From an optimization exercise on the open Yosys and OpenROAD flow, aimed at small area, a short achievable clock period and few clock cycles per item; shortcuts taken in it are not production practice.
RTL that was checked went through simulation tests only; none was proved equivalent to the original.
No functional check of the RTL was part of runs 1 and 5.

**flow/config.mk**
```make
export PLATFORM = sky130hd
export DESIGN_NAME = dataPath
export DESIGN_NICKNAME = dataPath
export VERILOG_FILES = /design/flow/design.v
export SDC_FILE = /design/flow/constraint.sdc
export NUM_CORES = 4
export LEC_CHECK = 0
export ABC_CLOCK_PERIOD_IN_PS = 4500
export CAP_MARGIN = 20
export CORE_MARGIN = 2
export CORE_UTILIZATION = 40
export SETUP_SLACK_MARGIN = 2.0
export SLEW_MARGIN = 20
```
**flow/constraint.sdc**
```tcl
create_clock -name core_clock -period 7.0 [get_ports {Clock}]
set_input_delay 1.4000 -clock core_clock [delete_from_list [all_inputs] [get_ports {Clock}]]
set_output_delay 1.4000 -clock core_clock [all_outputs]
set_load 0.01 [all_outputs]
```
**flow/design.v**
```verilog
`default_nettype none
package datapathPkg;
    typedef logic [32-1:0]       word_t;    
    typedef logic [2*32-1:0]     dword_t;   
    typedef logic [$clog2(16)-1:0] regSel_t;
    typedef enum logic [4:0] {
        opAdd = 5'b00011,
        opSub = 5'b00100,
        opAnd = 5'b00101,
        opOr  = 5'b00110,
        opMul = 5'b01110,
        opShl = 5'b11000,
        opShr = 5'b11001
    } aluOp_t;
    typedef struct packed {
        logic rf;
        logic pc;
        logic ir;
        logic ry;
        logic mdr;
        logic rzLo;
        logic rzHi;
        logic mar;
        logic hi;
        logic lo;
    } busSource_t;
    typedef struct packed {
        logic rf;
        logic pc;
        logic ir;
        logic ry;
        logic rz;
        logic mar;
        logic mdr;
        logic hi;
        logic lo;
        logic incPc;
        logic read;    
    } regLoad_t;
endpackage
`default_nettype wire
`timescale 1ns/1ps
`default_nettype none
module registerFile (
    input  logic                 Clock,
    input  logic                 rstN,
    input  datapathPkg::regSel_t regSel,
    input  logic                 write,
    input  logic                 read,       
    input  datapathPkg::word_t   dataIn,
    output datapathPkg::word_t   dataOut     
);
    datapathPkg::word_t          regs [16];
    logic [16-1:0]    valid;
    logic [16-1:0]    hit;
    always_comb begin
        for (int i = 0; i < 16; i++) begin
            hit[i] = (regSel == datapathPkg::regSel_t'(i));
        end
    end
    always_ff @(posedge Clock or negedge rstN) begin
        if (!rstN) begin
            valid <= '0;
        end else if (write) begin
            valid <= valid | hit;
        end
    end
    always_ff @(posedge Clock) begin
        for (int i = 0; i < 16; i++) begin
            if (write && hit[i]) begin
                regs[i] <= dataIn;
            end
        end
    end
    always_comb begin
        dataOut = '0;
        for (int i = 0; i < 16; i++) begin
            dataOut = dataOut | ({32{read & hit[i] & valid[i]}} & regs[i]);
        end
    end
endmodule
`default_nettype wire
`timescale 1ns/1ps
`default_nettype none
module specialRegisters (
    input  logic                  Clock,
    input  logic                  rstN,
    input  datapathPkg::regLoad_t loadSel,
    input  datapathPkg::word_t    bus,
    input  datapathPkg::word_t    mdataIn,
    input  datapathPkg::dword_t   aluResult,
    output datapathPkg::word_t    pc,
    output datapathPkg::word_t    ir,
    output datapathPkg::word_t    mar,
    output datapathPkg::word_t    mdr,
    output datapathPkg::word_t    hi,
    output datapathPkg::word_t    lo,
    output datapathPkg::word_t    ry,
    output datapathPkg::word_t    rzLo,
    output datapathPkg::word_t    rzHi,
    output logic                  irValid,
    output logic                  marValid,
    output logic                  mdrValid,
    output logic                  hiValid,
    output logic                  loValid,
    output logic                  rzValid
);
    always_ff @(posedge Clock or negedge rstN) begin
        if (!rstN) begin
            pc <= '0;
            ry <= '0;
        end else begin
            if (loadSel.pc) begin
                pc <= bus;               
            end else if (loadSel.incPc) begin
                pc <= pc + datapathPkg::word_t'(1);
            end
            if (loadSel.ry) begin
                ry <= bus;               
            end
        end
    end
    always_ff @(posedge Clock or negedge rstN) begin
        if (!rstN) begin
            irValid  <= 1'b0;
            marValid <= 1'b0;
            mdrValid <= 1'b0;
            hiValid  <= 1'b0;
            loValid  <= 1'b0;
            rzValid  <= 1'b0;
        end else begin
            if (loadSel.ir)  irValid  <= 1'b1;
            if (loadSel.mar) marValid <= 1'b1;
            if (loadSel.mdr) mdrValid <= 1'b1;
            if (loadSel.hi)  hiValid  <= 1'b1;
            if (loadSel.lo)  loValid  <= 1'b1;
            if (loadSel.rz)  rzValid  <= 1'b1;
        end
    end
    always_ff @(posedge Clock) begin
        if (loadSel.ir) begin
            ir <= bus;
        end
        if (loadSel.mar) begin
            mar <= bus;
        end
        if (loadSel.mdr) begin
            mdr <= loadSel.read ? mdataIn : bus;
        end
        if (loadSel.hi) begin
            hi <= bus;
        end
        if (loadSel.lo) begin
            lo <= bus;
        end
        if (loadSel.rz) begin
            {rzHi, rzLo} <= aluResult;
        end
    end
endmodule
`default_nettype wire
`timescale 1ns/1ps
`default_nettype none
module busMux (
    input  datapathPkg::busSource_t outSel,
    input  datapathPkg::word_t      rf,       
    input  datapathPkg::word_t      pc,
    input  datapathPkg::word_t      ir,
    input  datapathPkg::word_t      ry,
    input  datapathPkg::word_t      mdr,
    input  datapathPkg::word_t      rzLo,
    input  datapathPkg::word_t      rzHi,
    input  datapathPkg::word_t      mar,
    input  datapathPkg::word_t      hi,
    input  datapathPkg::word_t      lo,
    input  logic                    irValid,
    input  logic                    marValid,
    input  logic                    mdrValid,
    input  logic                    hiValid,
    input  logic                    loValid,
    input  logic                    rzValid,
    output datapathPkg::word_t      bus
);
    localparam int W = 32;
    assign bus = rf
               | ({W{outSel.pc}}               & pc)
               | ({W{outSel.ir   & irValid}}   & ir)
               | ({W{outSel.ry}}               & ry)
               | ({W{outSel.mdr  & mdrValid}}  & mdr)
               | ({W{outSel.rzLo & rzValid}}   & rzLo)
               | ({W{outSel.rzHi & rzValid}}   & rzHi)
               | ({W{outSel.mar  & marValid}}  & mar)
               | ({W{outSel.hi   & hiValid}}   & hi)
               | ({W{outSel.lo   & loValid}}   & lo);
endmodule
`default_nettype wire
`timescale 1ns/1ps
`default_nettype none
module alu (
    input  logic                Clock,
    input  logic                rstN,
    input  datapathPkg::aluOp_t opSelect,
    input  logic                start,
    input  datapathPkg::word_t  a,
    input  datapathPkg::word_t  b,
    output datapathPkg::dword_t result,
    output logic                finished
);
    localparam int W  = 32;
    localparam int K  = 8;         
    localparam int L  = W / K;                 
    localparam int CW = (L > 2) ? $clog2(L) : 1;
    typedef struct packed {
        logic arith;     
        logic andOp;
        logic orOp;
        logic mul;
    } kind_t;
    logic                isAdd, isSub, isAnd, isOr, isMul, isShl, isShr;
    kind_t               kind;
    logic                subReg;                
    logic [2:0]          winSel;                
    logic [CW-1:0]       stepsLeft;             
    datapathPkg::word_t  aReg;                  
    datapathPkg::word_t  bReg;                  
    datapathPkg::word_t  acc;                   
    logic [W+K-1:0]      engSum;
    logic [4:0]          shAmt;
    logic [5:0]          shrLeft;               
    logic [2:0]          chunkBit;
    logic [K-1:0]        chunkNext;
    logic [2:0]          winNext;
    datapathPkg::word_t  window;
    datapathPkg::word_t  lowResult;
    assign isAdd = (opSelect == datapathPkg::opAdd);
    assign isSub = (opSelect == datapathPkg::opSub);
    assign isAnd = (opSelect == datapathPkg::opAnd);
    assign isOr  = (opSelect == datapathPkg::opOr);
    assign isMul = (opSelect == datapathPkg::opMul);
    assign isShl = (opSelect == datapathPkg::opShl);
    assign isShr = (opSelect == datapathPkg::opShr);
    assign shAmt    = b[4:0];
    assign shrLeft  = 6'd32 - {1'b0, shAmt};
    assign chunkBit = isShr ? shrLeft[2:0] : shAmt[2:0];
    always_comb begin
        chunkNext = b[K-1:0];
        if (isShl || isShr) begin
            chunkNext = K'(1) << chunkBit;
        end else if (isAdd || isSub) begin
            chunkNext = K'(1);
        end
    end
    always_comb begin
        if (isShl) begin
            winNext = 3'd3 - {1'b0, shAmt[4:3]};
        end else if (isShr) begin
            winNext = 3'd7 - shrLeft[5:3];
        end else begin
            winNext = 3'd3;
        end
    end
    assign engSum = {{K{1'b0}}, acc} + (W+K)'(aReg * bReg[K-1:0]) + (W+K)'(subReg);
    always_ff @(posedge Clock or negedge rstN) begin
        if (!rstN) begin
            kind      <= '0;
            stepsLeft <= '0;
            finished  <= 1'b0;
        end else begin
            finished <= 1'b0;
            if (start) begin
                kind.arith <= isAdd | isSub | isShl | isShr;
                kind.andOp <= isAnd;
                kind.orOp  <= isOr;
                kind.mul   <= isMul;
                if (isMul && L > 1) begin
                    stepsLeft <= CW'(L - 1);
                end else begin
                    finished <= 1'b1;
                end
            end else if (stepsLeft != '0) begin
                stepsLeft <= stepsLeft - 1'b1;
                if (stepsLeft == CW'(1)) begin
                    finished <= 1'b1;
                end
            end
        end
    end
    always_ff @(posedge Clock) begin
        if (start) begin
            aReg   <= a;
            bReg   <= {b[W-1:K], chunkNext};
            acc    <= (b ^ {W{isSub}}) & {W{isAdd | isSub}};
            subReg <= isSub;
            winSel <= winNext;
        end else if (stepsLeft != '0) begin
            acc  <= engSum[W+K-1:K];
            bReg <= {engSum[K-1:0], bReg[W-1:K]};
        end
    end
    assign window = W'({24'b0, engSum, 24'b0} >> {winSel, 3'b000});
    assign lowResult = ({W{kind.arith}} & window)
                     | ({W{kind.andOp}} & (aReg & bReg))
                     | ({W{kind.orOp}}  & (aReg | bReg));
    always_comb begin
        if (kind.mul) begin
            result = {engSum, bReg[W-1:K]};
        end else begin
            result = {{W{1'b0}}, lowResult};
        end
    end
endmodule
`default_nettype wire
`timescale 1ns/1ps
`default_nettype none
module dataPath (
    input  logic        Clock,
    input  logic        rstN,
    input  logic [9:0]  outSel,      
    input  logic [10:0] loadSel,     
    input  logic [3:0]  regSel,
    input  logic [4:0]  opSelect,
    input  logic        start,
    input  logic [31:0] mdataIn,
    output logic [31:0] busOut,
    output logic        finished
);
    datapathPkg::busSource_t outSelS;
    datapathPkg::regLoad_t   loadSelS;
    datapathPkg::aluOp_t     opSelectS;
    assign outSelS   = datapathPkg::busSource_t'(outSel);
    assign loadSelS  = datapathPkg::regLoad_t'(loadSel);
    assign opSelectS = datapathPkg::aluOp_t'(opSelect);
    datapathPkg::word_t  rfOut;
    datapathPkg::word_t  pc;
    datapathPkg::word_t  ir;
    datapathPkg::word_t  mar;
    datapathPkg::word_t  mdr;
    datapathPkg::word_t  hi;
    datapathPkg::word_t  lo;
    datapathPkg::word_t  ry;
    datapathPkg::word_t  rzLo;
    datapathPkg::word_t  rzHi;
    datapathPkg::dword_t aluResult;
    logic irValid, marValid, mdrValid, hiValid, loValid, rzValid;
    registerFile u_registerFile (
        .Clock   (Clock),
        .rstN    (rstN),
        .regSel  (regSel),
        .write   (loadSelS.rf),
        .read    (outSelS.rf),
        .dataIn  (busOut),
        .dataOut (rfOut)
    );
    specialRegisters u_specialRegisters (
        .Clock     (Clock),
        .rstN      (rstN),
        .loadSel   (loadSelS),
        .bus       (busOut),
        .mdataIn   (mdataIn),
        .aluResult (aluResult),
        .pc        (pc),
        .ir        (ir),
        .mar       (mar),
        .mdr       (mdr),
        .hi        (hi),
        .lo        (lo),
        .ry        (ry),
        .rzLo      (rzLo),
        .rzHi      (rzHi),
        .irValid   (irValid),
        .marValid  (marValid),
        .mdrValid  (mdrValid),
        .hiValid   (hiValid),
        .loValid   (loValid),
        .rzValid   (rzValid)
    );
    busMux u_busMux (
        .outSel (outSelS),
        .rf     (rfOut),
        .pc     (pc),
        .ir     (ir),
        .ry     (ry),
        .mdr    (mdr),
        .rzLo   (rzLo),
        .rzHi   (rzHi),
        .mar    (mar),
        .hi     (hi),
        .lo     (lo),
        .irValid  (irValid),
        .marValid (marValid),
        .mdrValid (mdrValid),
        .hiValid  (hiValid),
        .loValid  (loValid),
        .rzValid  (rzValid),
        .bus    (busOut)
    );
    alu u_alu (
        .Clock    (Clock),
        .rstN     (rstN),
        .opSelect (opSelectS),
        .start    (start),
        .a        (ry),
        .b        (busOut),
        .result   (aluResult),
        .finished (finished)
    );
endmodule
`default_nettype wire
```
**flow/run.sh**
```bash
#!/bin/bash
# synth_recipe.tcl (not shown) runs the flow's synth.tcl, then flattens the netlist and writes it again
# the make line also repeats each setting of config.mk as NAME=value (left out here)
make -C /OpenROAD-flow-scripts/flow DESIGN_CONFIG=/design/flow/config.mk WORK_HOME=/design/flow/orfs CLKGATE_MAP_FILE= SYNTH_SCRIPT=/design/flow/synth_recipe.tcl finish
```
==> impl_metrics.yaml, run 1 <==
logic_synthesis:
  synth_most_common_cell: "edfxtp_1"
  synth.top_cells.by_count: "836 x edfxtp_1, 334 x nand2_1, 313 x inv_1"
  synth_area_um2: 46600
  yosysUniqueCellTypes: 76
  yosysTopAreaCell: "edfxtp_1"
  ys_async_sr_fraction: 0.100
  synthCells: 3612
  synth.avg_cell_area_um2: 12.9
  ys.flop_type: "edfxtp_1"
  synth_top_cell_area_share: 0.539
  synth_seq_cells: 929
  synth_nets: 3953
  synth-seq-area-share: 0.589
  synth_edf_count: 836
  ys_warn_count: 4
  synth_area_leaders: "edfxtp_1 54%, fa_1 9.2%, dfrtp_1 5.0%, a22oi_1 2.8%, nand2_1 2.7%"
sta:
  hold_violations: 0
  min_period_ns: 5.80
  timing.final.crit_share: 0.828
  setup_ws_ns: 1.20
  drv_slew: 0
  setup_tns_ns: 0
  max_freq_mhz: 173
  worst_pin_slew_ns: 1.11
  whs_ns: 0.467
  rsz0062_at_grt: "yes"
  finalSetupViolCount: 0
  skew_ns: 0.0436
  max_slew_margin: 0.260
clocking:
  h-tree-depth: 3
  numClockSinks: 929
  clock_latency_ns: 0.67
  clockRootBuffer: "clkbuf_16"
  clockBufferDepth: 3
  path_clk_slew_ns: 0.06
  numCtsBuffers: 93
  ctsHoldBuffers: 0
  tritoncts: "yes"
place:
  dp_cells: 5171
  routabilityCongestion: 0.941
  hpwl_um: 101000
  port_buffers: 97
  post_dp_cell_area_um2: 50200
  pre_cts_ws_ns: 0.396
global_routing:
  grt_pass1_vias: 33200
  grt_overflow_total: 0
  grt_max_degree: 71
  grt_use_total: 0.263
  antenna_found_initial: 9
  grt_first_pass_wirelength_um: 231000
finish:
  layout-drive-gt1-share: 0.270
  fin_area_um2: 58200
  final_core_util: 0.503
  synthToLayoutAreaGrowth_pct: 25.1
  nets: 4339
  final_cells: 5602
detailed_routing:
  viasPerCell: 6.02
  first_pass_iters: 9
  drt-wirelength-per-cell_um: 28.9
  ant_nets: 0
  drc: 0
  routed-via-count: 33700
  drtIter0Drc: 4576
  wl_um: 162000
floorplan:
  die_area_um2: 119000
  std_cell_rows: 125
  start_util: 0.402
  dieHeight_um: 345
  io_pins: 98
  core-area_um2: 116000
  die_w_um: 345
hold_path:
  hold_class: "reg -> reg"
critical_path:
  cp-start-kind: "flip-flop"
  cp_data_required_time_ns: 7.37
  worstPathMaxFanout: 8
  crit_type: "reg -> reg"
  arrival_ns: 6.17
  crit_path_end_kind: "flip-flop"
run_status:
  status: "complete, no violations"
flow_run:
  maxCapViolations: 0
final cells by class:
cell class,count,area (µm²)
fillers,9766,57700
flip-flops and latches,929,27400
multi-input cells,2140,19600
repair buffers,518,4910
clock buffers,119,2470
well taps,1524,1910
inverters,316,1200
clock inverters,53,669
diodes,3,7.51
path summary, 6_finish.rpt:
path                            cells past startpoint                   startpoint  slack [ns]                     endpoint
worst min-delay path                                1  u_specialRegisters.marValid        0.47  u_specialRegisters.marValid
max in group asynchronous                           2                         rstN        4.95    u_specialRegisters.pc[13]
worst max register to register                     27                u_alu.bReg[2]        1.20  u_specialRegisters.rzLo[25]
worst max-delay path                               27                u_alu.bReg[2]        1.20  u_specialRegisters.rzLo[25]
min in group asynchronous                           1                         rstN        0.75      u_registerFile.valid[4]
worst min register to register                      1  u_specialRegisters.marValid        0.47  u_specialRegisters.marValid
registers in the layout, indices dropped and copies added (netlist names), 2 cells and up:
name                     flops
u_specialRegisters.hi       32
u_specialRegisters.rzHi     32
u_alu.stepsLeft              2
u_specialRegisters.pc       32
u_alu.bReg                  32
u_specialRegisters.mar      32
u_specialRegisters.lo       32
u_registerFile.regs        512
u_alu.winSel                 3
u_alu.acc                   32
u_specialRegisters.mdr      32
u_specialRegisters.ir       32
u_specialRegisters.ry       32
u_registerFile.valid        16
u_alu.kind                   4
u_alu.aReg                  32
u_specialRegisters.rzLo     32
critical path, cell delays in order (launching register included):
cell	delay, ns
edfxtp_1	0.42
buf_6	0.17
buf_12	0.13
buf_12	0.12
and2_4	0.13
fa_2	0.52
inv_2	0.04
fa_2	0.53
inv_2	0.04
fa_1	0.49
inv_2	0.04
fa_1	0.49
inv_2	0.05
ha_4	0.31
nand2_4	0.07
o21ai_2	0.13
nand3_2	0.10
a311oi_2	0.44
a211oi_2	0.15
xnor2_1	0.16
buf_4	0.16
buf_6	0.11
buf_6	0.10
buf_6	0.10
buf_6	0.10
buf_6	0.13
a21oi_1	0.16
a21oi_2	0.10
repair_timing:
item | 4_1_cts | 5_1_grt
cloned | 4 | 5
endpoints found under the setup margin | 136 | 121
gates resized for setup | 521 | 174
setup buffers | 189 | 58
pin swaps | 195 | 115
cell families (layout without fill, tap and decap cells):
family	count (synthesis)	after routing	share of synthesized area
AND/OR/NAND/NOR	898	899	0.0946
buffers and inverters	544	1006	0.0442
adder cells (fa/ha/maj)	276	276	0.109
flip-flops	929	929	0.589
AO/OA/AOI/OAI	764	764	0.121
XOR/XNOR	107	107	0.0201
multiplexers	94	94	0.0225
other	0	3	0
metal layers:
layer  vias to the layer above  part of all wire  global-route usage
met5                         -           0.00017                   0
li1                      14100                 -                   -
met1                     17400              0.39               0.358
met3                       358             0.091              0.0416
met4                         4             0.044               0.103
met2                      1829              0.47               0.423
cell usage in the layout (no fill, tap or decap), drive strengths merged, types with 77 or more instances in the layout:
cell type	n
and2	149
fa	213
inv	317
edfxtp	836
dfrtp	93
a21oi	88
clkbuf	130
o21ai	104
a22oi	176
a22o	77
mux2	84
nor2	141
nand2	334
buf	448
a221oi	121
==> inputs of run 2 (changes only) <==
--- a/flow/design.v
+++ b/flow/design.v
@@ -213,3 +213,4 @@
     typedef struct packed {
-        logic arith;     
+        logic engLo;     
+        logic engHi;     
         logic andOp;
@@ -221,3 +222,2 @@
     logic                subReg;                
-    logic [2:0]          winSel;                
     logic [CW-1:0]       stepsLeft;             
@@ -228,7 +228,7 @@
     logic [4:0]          shAmt;
-    logic [5:0]          shrLeft;               
-    logic [2:0]          chunkBit;
+    logic                shrBits;               
     logic [K-1:0]        chunkNext;
-    logic [2:0]          winNext;
-    datapathPkg::word_t  window;
+    datapathPkg::word_t  aShl;
+    datapathPkg::word_t  aShr;
+    datapathPkg::word_t  aNext;
     datapathPkg::word_t  lowResult;
@@ -241,11 +241,12 @@
     assign isShr = (opSelect == datapathPkg::opShr);
-    assign shAmt    = b[4:0];
-    assign shrLeft  = 6'd32 - {1'b0, shAmt};
-    assign chunkBit = isShr ? shrLeft[2:0] : shAmt[2:0];
+    assign shAmt   = b[4:0];
+    assign shrBits = (shAmt[2:0] != 3'd0);
+    assign aShl    = a << {shAmt[4:3], 3'b000};
+    assign aShr    = a >> {shAmt[4:3], 3'b000};
     always_comb begin
-        chunkNext = b[K-1:0];
-        if (isShl || isShr) begin
-            chunkNext = K'(1) << chunkBit;
-        end else if (isAdd || isSub) begin
-            chunkNext = K'(1);
+        aNext = a;
+        if (isShl) begin
+            aNext = aShl;
+        end else if (isShr) begin
+            aNext = aShr;
         end
@@ -253,8 +254,9 @@
     always_comb begin
+        chunkNext = b[K-1:0];
         if (isShl) begin
-            winNext = 3'd3 - {1'b0, shAmt[4:3]};
+            chunkNext = K'(1) << shAmt[2:0];
         end else if (isShr) begin
-            winNext = 3'd7 - shrLeft[5:3];
-        end else begin
-            winNext = 3'd3;
+            chunkNext = shrBits ? K'(1) << (4'd8 - {1'b0, shAmt[2:0]}) : K'(1);
+        end else if (isAdd || isSub) begin
+            chunkNext = K'(1);
         end
@@ -270,3 +272,4 @@
             if (start) begin
-                kind.arith <= isAdd | isSub | isShl | isShr;
+                kind.engLo <= isAdd | isSub | isShl | (isShr & ~shrBits);
+                kind.engHi <= isShr & shrBits;
                 kind.andOp <= isAnd;
@@ -289,3 +292,3 @@
         if (start) begin
-            aReg   <= a;
+            aReg   <= aNext;
             bReg   <= {b[W-1:K], chunkNext};
@@ -293,3 +296,2 @@
             subReg <= isSub;
-            winSel <= winNext;
         end else if (stepsLeft != '0) begin
@@ -299,4 +301,4 @@
     end
-    assign window = W'({24'b0, engSum, 24'b0} >> {winSel, 3'b000});
-    assign lowResult = ({W{kind.arith}} & window)
+    assign lowResult = ({W{kind.engLo}} & engSum[W-1:0])
+                     | ({W{kind.engHi}} & engSum[W+K-1:K])
                      | ({W{kind.andOp}} & (aReg & bReg))
==> impl_metrics.yaml, run 2 <==
run_status:
  status: "complete, no violations"
place:
  pre_cts_ws_ns: 0.686
  post_dp_cell_area_um2: 49600
  routabilityCongestion: 0.903
  hpwl_um: 94600
  port_buffers: 97
finish:
  fin_area_um2: 55900
  final_common_cell: "edfxtp_1"
  layout_common_cells: "833 x edfxtp_1, 313 x inv_1, 303 x nand2_1"
  largest_reg_flops: 512
  top_register: "u_registerFile.regs"
  nets: 4158
  layout-drive-gt1-share: 0.221
  final_core_util: 0.489
  synthToLayoutAreaGrowth_pct: 21.0
logic_synthesis:
  synth_edf_count: 833
  synth_area_leaders: "edfxtp_1 54%, fa_1 9.2%, dfrtp_1 5.1%, a22oi_1 3.5%, inv_1 2.7%"
  synth-seq-area-share: 0.593
  yosysTopAreaCell: "edfxtp_1"
  ys_async_sr_fraction: 0.101
  synth_top_cell_area_share: 0.542
  synth.top_cells.by_count: "833 x edfxtp_1, 331 x inv_1, 310 x nand2_1"
  synth_most_common_cell: "edfxtp_1"
  synth_area_um2: 46200
  synth_nets: 3915
  ys_warn_count: 4
  yosysUniqueCellTypes: 77
  synth_seq_cells: 927
  synth.avg_cell_area_um2: 12.9
  ys.flop_type: "edfxtp_1"
  synthCells: 3571
clocking:
  path_clk_slew_ns: 0.06
  h-tree-depth: 3
  clockBufferDepth: 3
  numCtsBuffers: 93
  clock_latency_ns: 0.67
  numClockSinks: 927
  ctsHoldBuffers: 0
  clockRootBuffer: "clkbuf_16"
  tritoncts: "yes"
sta:
  min_period_ns: 5.77
  skew_ns: 0.0340
  hold_violations: 0
  worst_pin_slew_ns: 1.09
  setup_ws_ns: 1.23
  rsz0062_at_grt: "yes"
  drv_slew: 0
  max_freq_mhz: 173
  max_slew_margin: 0.274
  setup_tns_ns: 0
  timing.final.crit_share: 0.825
  finalSetupViolCount: 0
detailed_routing:
  drt-wirelength-per-cell_um: 28.6
  first_pass_iters: 10
  ant_nets: 0
  drtIter0Drc: 4503
  viasPerCell: 6.07
  wl_um: 155000
  drc: 0
  routed-via-count: 32800
critical_path:
  crit_path_end: "u_alu.acc[19]"
  r2r_slack_ns: 1.23
  crit_cells: 22
  slowest_delay_ns: 0.54
  cp_data_required_time_ns: 7.36
  cpMaxStageDelayCell: "fa_1"
  worstPathMaxFanout: 8
  worstPathBufferInverterCount: 6
  setup.worst_path.start: "u_alu.bReg[3]"
  r2r.worst_path.cells: 22
  cp-start-kind: "flip-flop"
  arrival_ns: 6.13
  cp_top_family: "adder cells"
  crit_path_end_kind: "flip-flop"
  r2r-start: "u_alu.bReg[3]"
  crit_chain: "buf_6 -> buf_12 -> and2_4 -> fa_2 -> inv_2 -> fa_2 -> fa_1 -> inv_1 -> fa_1 -> ha_4 -> a21oi_4 -> a211oi_4 -> nor4b_4 -> buf_4 -> a21oi_1 -> o21ai_1 -> nand2b_1 -> a221o_1 -> a21oi_1 -> xor2_1 -> buf_4 -> o22ai_1"
  r2r-end: "u_alu.acc[19]"
  crit_type: "reg -> reg"
hold_path:
  hold_class: "reg -> reg"
global_routing:
  grt_max_degree: 78
  antenna_found_initial: 11
  grt_overflow_total: 0
  grt_use_total: 0.259
  grt_pass1_vias: 31800
  grt_first_pass_wirelength_um: 223000
flow_run:
  maxCapViolations: 0
floorplan:
  dieHeight_um: 344
  start_util: 0.404
  io_pins: 98
  die_w_um: 344
  core-area_um2: 114000
  die_area_um2: 118000
  std_cell_rows: 124
==> run 2: changes by cell type after synthesis, moves of 15 or more <==
cell,change
a21o_1,+15
a21oi_1,+28
a22o_1,-20
a22oi_1,+41
and2_1,-42
and3_1,-20
buf_1,+17
clkbuf_1,-18
inv_1,+18
mux2_2,-23
nand2_1,-24
o21ai_0,-32
o21ai_1,+24
o221ai_1,+19
==> run 2: cell type report <==
cell class / count / area, µm²
inverters: 334 / 1260
diodes: 1 / 2.50
clock buffers: 119 / 2500
well taps: 1512 / 1890
repair buffers: 378 / 3720
fillers: 9839 / 58500
clock inverters: 55 / 409
flip-flops and latches: 927 / 27400
multi-input cells: 2080 / 18700
==> run 2: worst min path at each step <==
stage,to,depth (start not counted),from,slack (ns)
3_3_place_gp,u_specialRegisters.irValid,1,u_specialRegisters.irValid,0.44
3_5_place_dp,u_specialRegisters.mdrValid,1,u_specialRegisters.mdrValid,0.45
6_report,u_specialRegisters.irValid,1,u_specialRegisters.irValid,0.47
4_1_cts,u_registerFile.valid[15],1,u_registerFile.valid[15],0.47
2_1_floorplan,u_specialRegisters.irValid,1,u_specialRegisters.irValid,0.43
5_1_grt,u_registerFile.valid[11],1,u_registerFile.valid[11],0.49
==> run 2: logic make-up after synthesis <==
| group | synth area share |
|---|---|
| AND/OR/NAND/NOR | 0.0861 |
| adder cells (fa/ha/maj) | 0.110 |
| flip-flops | 0.593 |
| AO/OA/AOI/OAI | 0.127 |
| buffers and inverters | 0.0468 |
| multiplexers | 0.0188 |
| XOR/XNOR | 0.0182 |
==> run 2: timing repair <==
action / 4_1_cts / 5_1_grt
gates cloned: 13 / 4
buffers inserted: 116 / 23
gates resized for setup: 427 / 107
setup endpoints to repair: 145 / 116
pin swaps: 142 / 90
==> run 2: routing by layer <==
layer | share of wire | global-route usage
met2 | 0.45 | 0.393
met1 | 0.41 | 0.382
met5 | 0.00015 | 0
met4 | 0.023 | 0.0541
met3 | 0.12 | 0.0591
==> run 2: through the flow <==
step | hold slack (ns) | instances
floorplan | 0.430 | 3571
global placement | 0.443 | 5075
detailed placement | 0.447 | 5075
CTS | 0.466 | 5378
global route | 0.487 | 5405
finish | 0.466 | 5406
Testbench counts of run 2, summed over its fixed seeds: cycles 30,800, ops 6,400.
==> inputs of run 3 (changes only) <==
--- a/flow/config.mk
+++ b/flow/config.mk
@@ -7,3 +7,2 @@
 export LEC_CHECK = 0
-export ABC_CLOCK_PERIOD_IN_PS = 4500
 export CAP_MARGIN = 20
==> impl_metrics.yaml, run 3 <==
place:
  dp_cells: 5075
  post_dp_cell_area_um2: 49600
  hpwl_um: 94600
  routabilityCongestion: 0.903
  pre_cts_ws_ns: 0.686
  port_buffers: 97
clocking:
  clock_latency_ns: 0.67
  tritoncts: "yes"
  numClockSinks: 927
  h-tree-depth: 3
  clockRootBuffer: "clkbuf_16"
  ctsHoldBuffers: 0
  numCtsBuffers: 93
  clockBufferDepth: 3
  path_clk_slew_ns: 0.06
finish:
  largest_reg_flops: 512
  layout-drive-gt1-share: 0.221
  top_register: "u_registerFile.regs"
  final_cells: 5406
  seqCellArea_um2: 27400
  multi_input_area_um2: 18700
  layout_common_cells: "833 x edfxtp_1, 313 x inv_1, 303 x nand2_1"
  final.fill_count: 9839
  fin_area_um2: 55900
  final_common_cell: "edfxtp_1"
  nets: 4158
  synthToLayoutAreaGrowth_pct: 21.0
floorplan:
  io_pins: 98
  start_util: 0.404
  die_area_um2: 118000
  core-area_um2: 114000
  std_cell_rows: 124
  dieHeight_um: 344
  die_w_um: 344
sta:
  finalSetupViolCount: 0
  min_period_ns: 5.77
  max_freq_mhz: 173
  hold_violations: 0
  skew_ns: 0.0340
  setup_ws_ns: 1.23
  worst_pin_slew_ns: 1.09
  drv_slew: 0
  rsz0062_at_grt: "yes"
  timing.final.crit_share: 0.825
  setup_tns_ns: 0
  max_slew_margin: 0.274
critical_path:
  cpMaxStageDelayCell: "fa_1"
  slowest_delay_ns: 0.54
  cp_top_family: "adder cells"
  r2r-start: "u_alu.bReg[3]"
  worstPathMaxFanout: 8
  setup.worst_path.start: "u_alu.bReg[3]"
  crit_path_end_kind: "flip-flop"
  r2r.worst_path.cells: 22
  worstPathBufferInverterCount: 6
  crit_chain: "buf_6 -> buf_12 -> and2_4 -> fa_2 -> inv_2 -> fa_2 -> fa_1 -> inv_1 -> fa_1 -> ha_4 -> a21oi_4 -> a211oi_4 -> nor4b_4 -> buf_4 -> a21oi_1 -> o21ai_1 -> nand2b_1 -> a221o_1 -> a21oi_1 -> xor2_1 -> buf_4 -> o22ai_1"
  cp-start-kind: "flip-flop"
  crit_cells: 22
  cp_data_required_time_ns: 7.36
  arrival_ns: 6.13
  crit_type: "reg -> reg"
logic_synthesis:
  synth_nets: 3915
  yosysUniqueCellTypes: 77
  yosysTopAreaCell: "edfxtp_1"
  synth_edf_count: 833
  ys.flop_type: "edfxtp_1"
  synth-seq-area-share: 0.593
  synth_most_common_cell: "edfxtp_1"
  ys_warn_count: 4
  synth.avg_cell_area_um2: 12.9
  synth_top_cell_area_share: 0.542
  synth_area_um2: 46200
  synth.top_cells.by_count: "833 x edfxtp_1, 331 x inv_1, 310 x nand2_1"
  ys_async_sr_fraction: 0.101
  synth_seq_cells: 927
  synth_area_leaders: "edfxtp_1 54%, fa_1 9.2%, dfrtp_1 5.1%, a22oi_1 3.5%, inv_1 2.7%"
  synthCells: 3571
detailed_routing:
  first_pass_iters: 10
  routed-via-count: 32800
  viasPerCell: 6.07
  drc: 0
  drtIter0Drc: 4503
  wl_um: 155000
  drt-wirelength-per-cell_um: 28.6
  ant_nets: 0
global_routing:
  antenna_found_initial: 11
  grt_overflow_total: 0
  grt_max_degree: 78
  grt_use_total: 0.259
  grt_pass1_vias: 31800
  grt_first_pass_wirelength_um: 223000
flow_run:
  maxCapViolations: 0
run_status:
  status: "complete, no violations"
hold_path:
  hold_class: "reg -> reg"
  worstHoldStart: "u_specialRegisters.irValid"
  hold_depth: 1
run 3: cell counts in the layout (fill, tap and decap cells not counted):
Identical to the previous run, type by type.
run 3: metal layers:
| layer | track usage | share of wire | vias to the layer above | routed length, µm |
|---|---|---|---|---|
| li1 | - | - | 13700 | - |
| met1 | 0.382 | 0.41 | 16800 | 63200 |
| met2 | 0.393 | 0.45 | 2050 | 69100 |
| met3 | 0.0591 | 0.12 | 255 | 19000 |
| met4 | 0.0541 | 0.023 | 4 | 3570 |
| met5 | 0 | 0.00015 | - | 23 |
run 3: layout make-up:
class                   count  share of cell area
diodes                      1           0.0000448
flip-flops and latches    927               0.490
clock inverters            55             0.00732
multi-input cells        2080               0.335
repair buffers            378              0.0667
clock buffers             119              0.0447
well taps                1512              0.0339
inverters                 334              0.0225
run 3: logic make-up after synthesis:
| group | share of synthesized area |
|---|---|
| buffers and inverters | 0.0468 |
| XOR/XNOR | 0.0182 |
| AND/OR/NAND/NOR | 0.0861 |
| multiplexers | 0.0188 |
| AO/OA/AOI/OAI | 0.127 |
| flip-flops | 0.593 |
| adder cells (fa/ha/maj) | 0.110 |
run 3: path summary, 6_finish.rpt:
| kind | to | slack [ns] |
|---|---|---|
| setup / recovery | u_alu.acc[19] | 1.23 |
| hold / removal | u_specialRegisters.irValid | 0.47 |
| setup reg to reg | u_alu.acc[19] | 1.23 |
| hold reg to reg | u_specialRegisters.irValid | 0.47 |
| max in group asynchronous | u_specialRegisters.ry[9] | 4.92 |
| min in group asynchronous | u_registerFile.valid[1] | 0.85 |
run 3: repair_timing:
action                     in CTS  in global routing
buffers inserted              116                 23
pin swaps                     142                 90
resized for setup             427                107
setup endpoints to repair     145                116
cloned                         13                  4
run 3: stage by stage:
stage | util | hold slack, ns
6_report | 0.489 | 0.466
4_1_cts | 0.482 | 0.466
3_3_place_gp | 0.434 | 0.443
5_1_grt | 0.489 | 0.487
2_1_floorplan | - | 0.430
3_5_place_dp | 0.434 | 0.447
==> inputs of run 4 (changes only) <==
--- a/flow/config.mk
+++ b/flow/config.mk
@@ -10,3 +10,3 @@
 export CORE_UTILIZATION = 40
-export SETUP_SLACK_MARGIN = 2.0
+export SETUP_SLACK_MARGIN = 1.5
 export SLEW_MARGIN = 20
==> impl_metrics.yaml, run 4 <==
sta:
  drv_slew: 0
  rsz0062_at_grt: "yes"
  setup_tns_ns: 0
  min_period_ns: 5.70
  skew_ns: 0.0541
  worst_pin_slew_ns: 1.13
  timing.final.crit_share: 0.815
  max_freq_mhz: 175
  hold_violations: 0
  finalSetupViolCount: 0
  max_slew_margin: 0.246
clocking:
  path_clk_slew_ns: 0.06
  clock_latency_ns: 0.67
  numClockSinks: 927
  ctsHoldBuffers: 0
  clockBufferDepth: 3
  tritoncts: "yes"
  numCtsBuffers: 93
  h-tree-depth: 3
  clockRootBuffer: "clkbuf_16"
critical_path:
  r2r_slack_ns: 1.30
  cp_data_required_time_ns: 7.40
  setup.worst_path.start: "u_alu.bReg[2]"
  r2r-start: "u_alu.bReg[2]"
  r2r.worst_path.cells: 23
  cpMaxStageDelayCell: "fa_2"
  crit_chain: "buf_6 -> buf_12 -> and2_4 -> fa_2 -> inv_2 -> fa_1 -> fa_1 -> inv_2 -> fa_1 -> ha_4 -> nand2_4 -> or3_1 -> o22a_2 -> a211oi_2 -> buf_4 -> a21bo_1 -> a41o_1 -> buf_4 -> nor2_2 -> xnor2_2 -> buf_4 -> nand3_2 -> o211ai_1"
  cp-start-kind: "flip-flop"
  crit_path_end: "u_specialRegisters.rzLo[27]"
  crit_type: "reg -> reg"
  cp_top_family: "adder cells"
  arrival_ns: 6.10
  crit_cells: 23
  crit_path_end_kind: "flip-flop"
  r2r-end: "u_specialRegisters.rzLo[27]"
  slowest_delay_ns: 0.57
  worstPathBufferInverterCount: 7
  worstPathMaxFanout: 6
logic_synthesis:
  yosysTopAreaCell: "edfxtp_1"
  synth_area_um2: 46200
  synth_area_leaders: "edfxtp_1 54%, fa_1 9.2%, dfrtp_1 5.1%, a22oi_1 3.5%, inv_1 2.7%"
  ys_async_sr_fraction: 0.101
  synth_edf_count: 833
  synth_top_cell_area_share: 0.542
  yosysUniqueCellTypes: 77
  synth.top_cells.by_count: "833 x edfxtp_1, 331 x inv_1, 310 x nand2_1"
  synth_most_common_cell: "edfxtp_1"
  synthCells: 3571
  ys_warn_count: 4
  synth-seq-area-share: 0.593
  synth_seq_cells: 927
  ys.flop_type: "edfxtp_1"
  synth_nets: 3915
  synth.avg_cell_area_um2: 12.9
global_routing:
  grt_pass1_vias: 31100
  grt_overflow_total: 0
  grt_first_pass_wirelength_um: 217000
  grt_max_degree: 72
  grt_use_total: 0.250
  antenna_found_initial: 10
detailed_routing:
  drc: 0
  wl_um: 150000
  first_pass_iters: 8
  ant_nets: 0
  drtIter0Drc: 4482
  drt-wirelength-per-cell_um: 27.9
  viasPerCell: 6.01
  routed-via-count: 32400
place:
  routabilityCongestion: 0.919
  port_buffers: 97
  hpwl_um: 95200
  dp_cells: 5077
floorplan:
  dieHeight_um: 344
  start_util: 0.404
  core-area_um2: 114000
  io_pins: 98
  die_area_um2: 118000
  die_w_um: 344
  std_cell_rows: 124
run_status:
  status: "complete, no violations"
finish:
  top_register: "u_registerFile.regs"
  layout_common_cells: "833 x edfxtp_1, 309 x inv_1, 300 x nand2_1"
  final_common_cell: "edfxtp_1"
  layout-drive-gt1-share: 0.200
  largest_reg_flops: 512
  final_cells: 5386
  nets: 4138
  final_core_util: 0.484
  synthToLayoutAreaGrowth_pct: 20.0
hold_path:
  hold_class: "reg -> reg"
flow_run:
  maxCapViolations: 0
run 4: cell counts after synthesis:
No cell type changed its count.
run 4: logic make-up (layout without fill, tap and decap cells):
logic type	Yosys count	count (layout)	synth area share
multiplexers	79	79	0.0188
other	0	2	0
flip-flops	927	927	0.593
AND/OR/NAND/NOR	820	821	0.0861
adder cells (fa/ha/maj)	279	279	0.110
buffers and inverters	567	867	0.0468
XOR/XNOR	96	96	0.0182
AO/OA/AOI/OAI	803	803	0.127
run 4: area by class of cell:
type / count / area (µm²)
Clock buffer: 129 / 2630
Sequential cell: 927 / 27400
Multi-Input combinational cell: 2078 / 18300
Clock inverter: 44 / 536
Fill cell: 9908 / 58900
Tap cell: 1512 / 1890
Timing Repair Buffer: 360 / 3370
Antenna cell: 2 / 5.00
Inverter: 334 / 1260
run 4: metal layers:
metal  GRT usage  vias up  wire, µm
met2       0.390     1741     69500
li1            -    13600         -
met5           0        -        24
met3      0.0462      259     14700
met4      0.0683        4      4200
met1       0.360    16700     61600
run 4: per-stage QoR:
stage               instance area (µm²)  hold slack, ns  worst slack [ns]
CTS                               54400           0.461              1.33
floorplan                         46200           0.430              1.53
global placement                  49300           0.443             0.829
global route                      55400           0.476              1.14
finish                            55400           0.457              1.30
detailed placement                49300           0.447             0.742
run 4: what timing repair did:
action	in CTS	in global routing
setup endpoints to repair	106	81
cloned	3	0
pin swaps	81	100
gates resized for setup	207	173
buffers inserted	99	32
run 4: worst min path at each step:
stage,endpoint,start,cells after the start
2_1_floorplan,u_specialRegisters.irValid,u_specialRegisters.irValid,1
3_3_place_gp,u_registerFile.valid[3],u_registerFile.valid[3],1
3_5_place_dp,u_registerFile.valid[3],u_registerFile.valid[3],1
4_1_cts,u_registerFile.valid[3],u_registerFile.valid[3],1
5_1_grt,u_specialRegisters.hiValid,u_specialRegisters.hiValid,1
6_report,u_specialRegisters.loValid,u_specialRegisters.loValid,1
run 4: worst reg2reg max path, stage by stage, from the launching register on:
cell      delay [ns]
edfxtp_1        0.42
buf_6           0.18
buf_12          0.13
and2_4          0.14
fa_2            0.57
inv_2           0.04
fa_1            0.44
fa_1            0.51
inv_2           0.04
fa_1            0.51
ha_4            0.33
nand2_4         0.07
or3_1           0.38
o22a_2          0.24
a211oi_2        0.23
buf_4           0.16
a21bo_1         0.15
a41o_1          0.23
buf_4           0.14
nor2_2          0.04
xnor2_2         0.16
buf_4           0.16
nand3_2         0.07
o211ai_1        0.10
==> inputs of run 5 (changes only) <==
--- a/flow/design.v
+++ b/flow/design.v
@@ -213,4 +213,4 @@
     typedef struct packed {
-        logic engLo;     
-        logic engHi;     
+        logic add;
+        logic sub;
         logic andOp;
@@ -218,6 +218,7 @@
         logic mul;
+        logic shl;
+        logic shr;
     } kind_t;
-    logic                isAdd, isSub, isAnd, isOr, isMul, isShl, isShr;
     kind_t               kind;
-    logic                subReg;                
+    kind_t               kindNext;
     logic [CW-1:0]       stepsLeft;             
@@ -226,40 +227,16 @@
     datapathPkg::word_t  acc;                   
-    logic [W+K-1:0]      engSum;
-    logic [4:0]          shAmt;
-    logic                shrBits;               
-    logic [K-1:0]        chunkNext;
-    datapathPkg::word_t  aShl;
-    datapathPkg::word_t  aShr;
-    datapathPkg::word_t  aNext;
+    logic [W+K-1:0]      stepSum;
+    datapathPkg::word_t  addSub;
     datapathPkg::word_t  lowResult;
-    assign isAdd = (opSelect == datapathPkg::opAdd);
-    assign isSub = (opSelect == datapathPkg::opSub);
-    assign isAnd = (opSelect == datapathPkg::opAnd);
-    assign isOr  = (opSelect == datapathPkg::opOr);
-    assign isMul = (opSelect == datapathPkg::opMul);
-    assign isShl = (opSelect == datapathPkg::opShl);
-    assign isShr = (opSelect == datapathPkg::opShr);
-    assign shAmt   = b[4:0];
-    assign shrBits = (shAmt[2:0] != 3'd0);
-    assign aShl    = a << {shAmt[4:3], 3'b000};
-    assign aShr    = a >> {shAmt[4:3], 3'b000};
     always_comb begin
-        aNext = a;
-        if (isShl) begin
-            aNext = aShl;
-        end else if (isShr) begin
-            aNext = aShr;
-        end
-    end
-    always_comb begin
-        chunkNext = b[K-1:0];
-        if (isShl) begin
-            chunkNext = K'(1) << shAmt[2:0];
-        end else if (isShr) begin
-            chunkNext = shrBits ? K'(1) << (4'd8 - {1'b0, shAmt[2:0]}) : K'(1);
-        end else if (isAdd || isSub) begin
-            chunkNext = K'(1);
-        end
+        kindNext       = '0;
+        kindNext.add   = (opSelect == datapathPkg::opAdd);
+        kindNext.sub   = (opSelect == datapathPkg::opSub);
+        kindNext.andOp = (opSelect == datapathPkg::opAnd);
+        kindNext.orOp  = (opSelect == datapathPkg::opOr);
+        kindNext.mul   = (opSelect == datapathPkg::opMul);
+        kindNext.shl   = (opSelect == datapathPkg::opShl);
+        kindNext.shr   = (opSelect == datapathPkg::opShr);
     end
-    assign engSum = {{K{1'b0}}, acc} + (W+K)'(aReg * bReg[K-1:0]) + (W+K)'(subReg);
+    assign stepSum = {{K{1'b0}}, acc} + (W+K)'(aReg * bReg[K-1:0]);
     always_ff @(posedge Clock or negedge rstN) begin
@@ -272,8 +249,4 @@
             if (start) begin
-                kind.engLo <= isAdd | isSub | isShl | (isShr & ~shrBits);
-                kind.engHi <= isShr & shrBits;
-                kind.andOp <= isAnd;
-                kind.orOp  <= isOr;
-                kind.mul   <= isMul;
-                if (isMul && L > 1) begin
+                kind <= kindNext;
+                if (kindNext.mul && L > 1) begin
                     stepsLeft <= CW'(L - 1);
@@ -292,18 +265,19 @@
         if (start) begin
-            aReg   <= aNext;
-            bReg   <= {b[W-1:K], chunkNext};
-            acc    <= (b ^ {W{isSub}}) & {W{isAdd | isSub}};
-            subReg <= isSub;
+            aReg <= a;
+            bReg <= b;
+            acc  <= '0;
         end else if (stepsLeft != '0) begin
-            acc  <= engSum[W+K-1:K];
-            bReg <= {engSum[K-1:0], bReg[W-1:K]};
+            acc  <= stepSum[W+K-1:K];
+            bReg <= {stepSum[K-1:0], bReg[W-1:K]};
         end
     end
-    assign lowResult = ({W{kind.engLo}} & engSum[W-1:0])
-                     | ({W{kind.engHi}} & engSum[W+K-1:K])
-                     | ({W{kind.andOp}} & (aReg & bReg))
-                     | ({W{kind.orOp}}  & (aReg | bReg));
+    assign addSub = aReg + (bReg ^ {W{kind.sub}}) + W'(kind.sub);
+    assign lowResult = ({W{kind.add | kind.sub}} & addSub)
+                     | ({W{kind.andOp}}          & (aReg & bReg))
+                     | ({W{kind.orOp}}           & (aReg | bReg))
+                     | ({W{kind.shl}}            & (aReg << bReg[4:0]))
+                     | ({W{kind.shr}}            & (aReg >> bReg[4:0]));
     always_comb begin
         if (kind.mul) begin
-            result = {engSum, bReg[W-1:K]};
+            result = {stepSum, bReg[W-1:K]};
         end else begin
--- a/flow/config.mk
+++ b/flow/config.mk
@@ -10,3 +10,2 @@
 export CORE_UTILIZATION = 40
-export SETUP_SLACK_MARGIN = 1.5
 export SLEW_MARGIN = 20
==> impl_metrics.yaml, run 5 <==
run_status:
  status: "complete, no violations"
detailed_routing:
  first_pass_iters: 9
  drtIter0Drc: 4692
  routed-via-count: 35000
  wl_um: 166000
  drt-wirelength-per-cell_um: 28.7
  viasPerCell: 6.07
  drc: 0
  ant_nets: 0
critical_path:
  crit_chain: "clkdlybuf4s50_1 -> nand2b_1 -> nor2_1 -> and3_2 -> a22oi_1 -> nand4_1 -> a221oi_1 -> nand4_1 -> clkdlybuf4s50_1"
  cpMaxStageDelayCell: "clkdlybuf4s50_1"
  r2r.worst_path.cells: 18
  cp-start-kind: "input pin"
  crit_type: "in -> out"
  slowest_delay_ns: 0.66
  cp_top_family: "simple AND/OR/NAND/NOR gates"
  crit_path_end_kind: "output port"
  worstPathBufferInverterCount: 2
  crit_cells: 9
  cp_data_required_time_ns: 5.60
  arrival_ns: 5.15
  worstPathMaxFanout: 21
global_routing:
  grt_util_met3: 0.0615
  grt_overflow_total: 0
  grt_max_degree: 74
  use_met2: 0.390
  busiest_layer: "met2"
  grt_first_pass_wirelength_um: 239000
  grt_use_total: 0.261
  grt_pass1_vias: 33700
  met1_usage: 0.372
  antenna_found_initial: 4
logic_synthesis:
  synth_xor_area_frac: 0.0174
  synth_area_leaders: "edfxtp_1 49%, fa_1 8.7%, dfrtp_1 4.9%, a22oi_1 3.0%, nand2_1 2.5%"
  synth_mux_area_frac: 0.0484
  ys.flop_type: "edfxtp_1"
  synth_edf_count: 800
  ys_warn_count: 4
  yosysTopAreaCell: "edfxtp_1"
  synthCells: 3968
  synth_nets: 4339
  ys_async_sr_fraction: 0.103
  synth-compound-area-share: 0.135
  synth_seq_cells: 928
  synth_most_common_cell: "edfxtp_1"
  synthAdderAreaFrac: 0.110
  synth_top_cell_area_share: 0.487
  synth.top_cells.by_count: "800 x edfxtp_1, 332 x nand2_1, 284 x inv_1"
  synth-seq-area-share: 0.549
  synth_top_family_by_area: "compound AO/OA/AOI/OAI gates"
  synth_area_um2: 49300
  yosysUniqueCellTypes: 82
  synth-simple-area-share: 0.0967
  synth.avg_cell_area_um2: 12.4
sta:
  min_period_ns: 6.55
  max_slew_margin: 0.205
  hold_violations: 0
  whs_ns: 0.458
  drv_slew: 0
  rsz0062_at_grt: "no"
  worst_pin_slew_ns: 1.18
  finalSetupViolCount: 0
  timing.final.crit_share: 0.935
  skew_ns: 0.0440
  setup_tns_ns: 0
  max_freq_mhz: 153
finish:
  top_register: "u_registerFile.regs"
  layout-drive-gt1-share: 0.118
  multi_input_area_um2: 20200
  largest_reg_flops: 512
  final_common_cell: "edfxtp_1"
  layout_common_cells: "800 x edfxtp_1, 332 x nand2_1, 283 x inv_1"
  final.fill_count: 11000
  synthToLayoutAreaGrowth_pct: 13.4
  fin_area_um2: 55900
  nets: 4439
  seqCellArea_um2: 27100
  final_core_util: 0.458
  final_cells: 5771
floorplan:
  die_w_um: 355
  dieHeight_um: 355
  std_cell_rows: 128
  io_pins: 98
  start_util: 0.404
  die_area_um2: 126000
  core-area_um2: 122000
clocking:
  tritoncts: "yes"
  path_clk_slew_ns: 0.06
  clockRootBuffer: "clkbuf_16"
  clockBufferDepth: 3
  ctsHoldBuffers: 0
  cts_resized: 0
  numCtsBuffers: 95
  post_cts_buffers: 0
  numClockSinks: 928
  clock_latency_ns: 0.70
  h-tree-depth: 3
place:
  port_buffers: 97
  hpwl_um: 113000
  post_dp_cell_area_um2: 52700
  dp_cells: 5596
  routabilityCongestion: 0.982
hold_path:
  hold_class: "reg -> reg"
  hold_depth: 1
flow_run:
  maxCapViolations: 0
[run 5: cell count changes in the layout (fill, tap and decap cells not counted), sizes merged, moves of 32 or more]
cell    previous run  this run
o21ai             97       137
mux2i             19        96
inv              335       294
edfxtp           833       800
o22ai             41         8
nor2             152       184
dfxtp              0        32
buf              274       185
[run 5: logic make-up after synthesis]
group / count (synthesis)
muxes: 191
buffers and inverters: 555
DFF: 928
xor gates and xnor gates: 98
adders and majority gates: 306
AOI/OAI and AO/OA: 918
and+or+nand+nor: 972
[run 5: path summary, 6_finish.rpt]
kind	startpoint	to	slack (ns)
max	regSel[1]	busOut[16]	0.45
min	u_specialRegisters.marValid	u_specialRegisters.marValid	0.46
max reg2reg	u_alu.bReg[1]	u_specialRegisters.rzHi[30]	0.59
min reg2reg	u_specialRegisters.marValid	u_specialRegisters.marValid	0.46
max in group asynchronous	rstN	u_alu.kind[3]	5.08
min in group asynchronous	rstN	u_specialRegisters.ry[5]	0.72
[run 5: cell type report]
class | count | share of cell area
antenna | 1 | 0.0000448
clock buffer | 127 | 0.0476
clock inverter | 47 | 0.00880
inverter | 287 | 0.0193
multi-input combinational | 2485 | 0.362
sequential | 928 | 0.484
tap | 1625 | 0.0364
timing repair buffer | 271 | 0.0414
[run 5: worst register-to-register path, cell delays in order, from the launching register on]
cell and delay [ns]:
edfxtp_1 1.04, nand2_1 0.17, fa_1 0.53, inv_1 0.05, fa_1 0.50, inv_1 0.06
fa_1 0.54, inv_1 0.06, fa_1 0.45, ha_1 0.38, a21oi_1 0.20, nor3_1 0.08
or4_1 0.51, o211ai_1 0.33, nand3_1 0.29, a31oi_1 0.45, o21ai_0 0.27, xnor2_1 0.20
nor2_1 0.06
[run 5: metal layers]
layer  share of wire  vias to the layer above
li1                -                    15000
met1            0.42                    17800
met2            0.44                     1931
met3            0.10                      317
met4           0.039                        2
met5        0.000066                        -
[run 5: metrics by stage]
stage                     worst slack [ns]
after global routing                 0.198
final                                0.454
after CTS                            0.389
after detailed placement             0.385
after floorplan                      0.216
after global placement               0.441

[static timing again, ports no longer ideal]
The results above use ideal ports. As a check the final layouts listed here were re-extracted and re-timed, cells and wires unchanged. Step 1 sets driving cells, clkbuf_16 on the clock port and buf_2 on the other inputs (assumed; they add their load-dependent delay and slew). Step 2, shift: input delay + t, output delay - t, t = (earliest + latest rising clock arrival at the registers) / 2. This alone moves slack from input paths to output paths. Three values: no drivers, after step 1, after step 2; two values: the first two.
run	t (ns)	setup slack, ns	hold WS [ns]	worst setup path at the end
run 1	0.714	1.204 / 1.204 / 1.204	0.467 / 0.467 / 0.467	register to register
run 2	0.725	1.228 / 1.228 / 1.228	0.466 / 0.466 / 0.466	register to register
run 3	0.725	1.228 / 1.228 / 1.228	0.466 / 0.466 / 0.466	register to register
run 4	0.714	1.298 / 1.298 / 1.186	0.457 / 0.457 / 0.457	input to register
run 5	0.757	0.454 / 0.430 / 0.430	0.458 / 0.458 / 0.458	input to output
After both steps setup and hold are still met in every run listed. The setup slack of run 4, which loses most, moves by 0.000 ns with the drivers and by -0.112 ns with both steps.
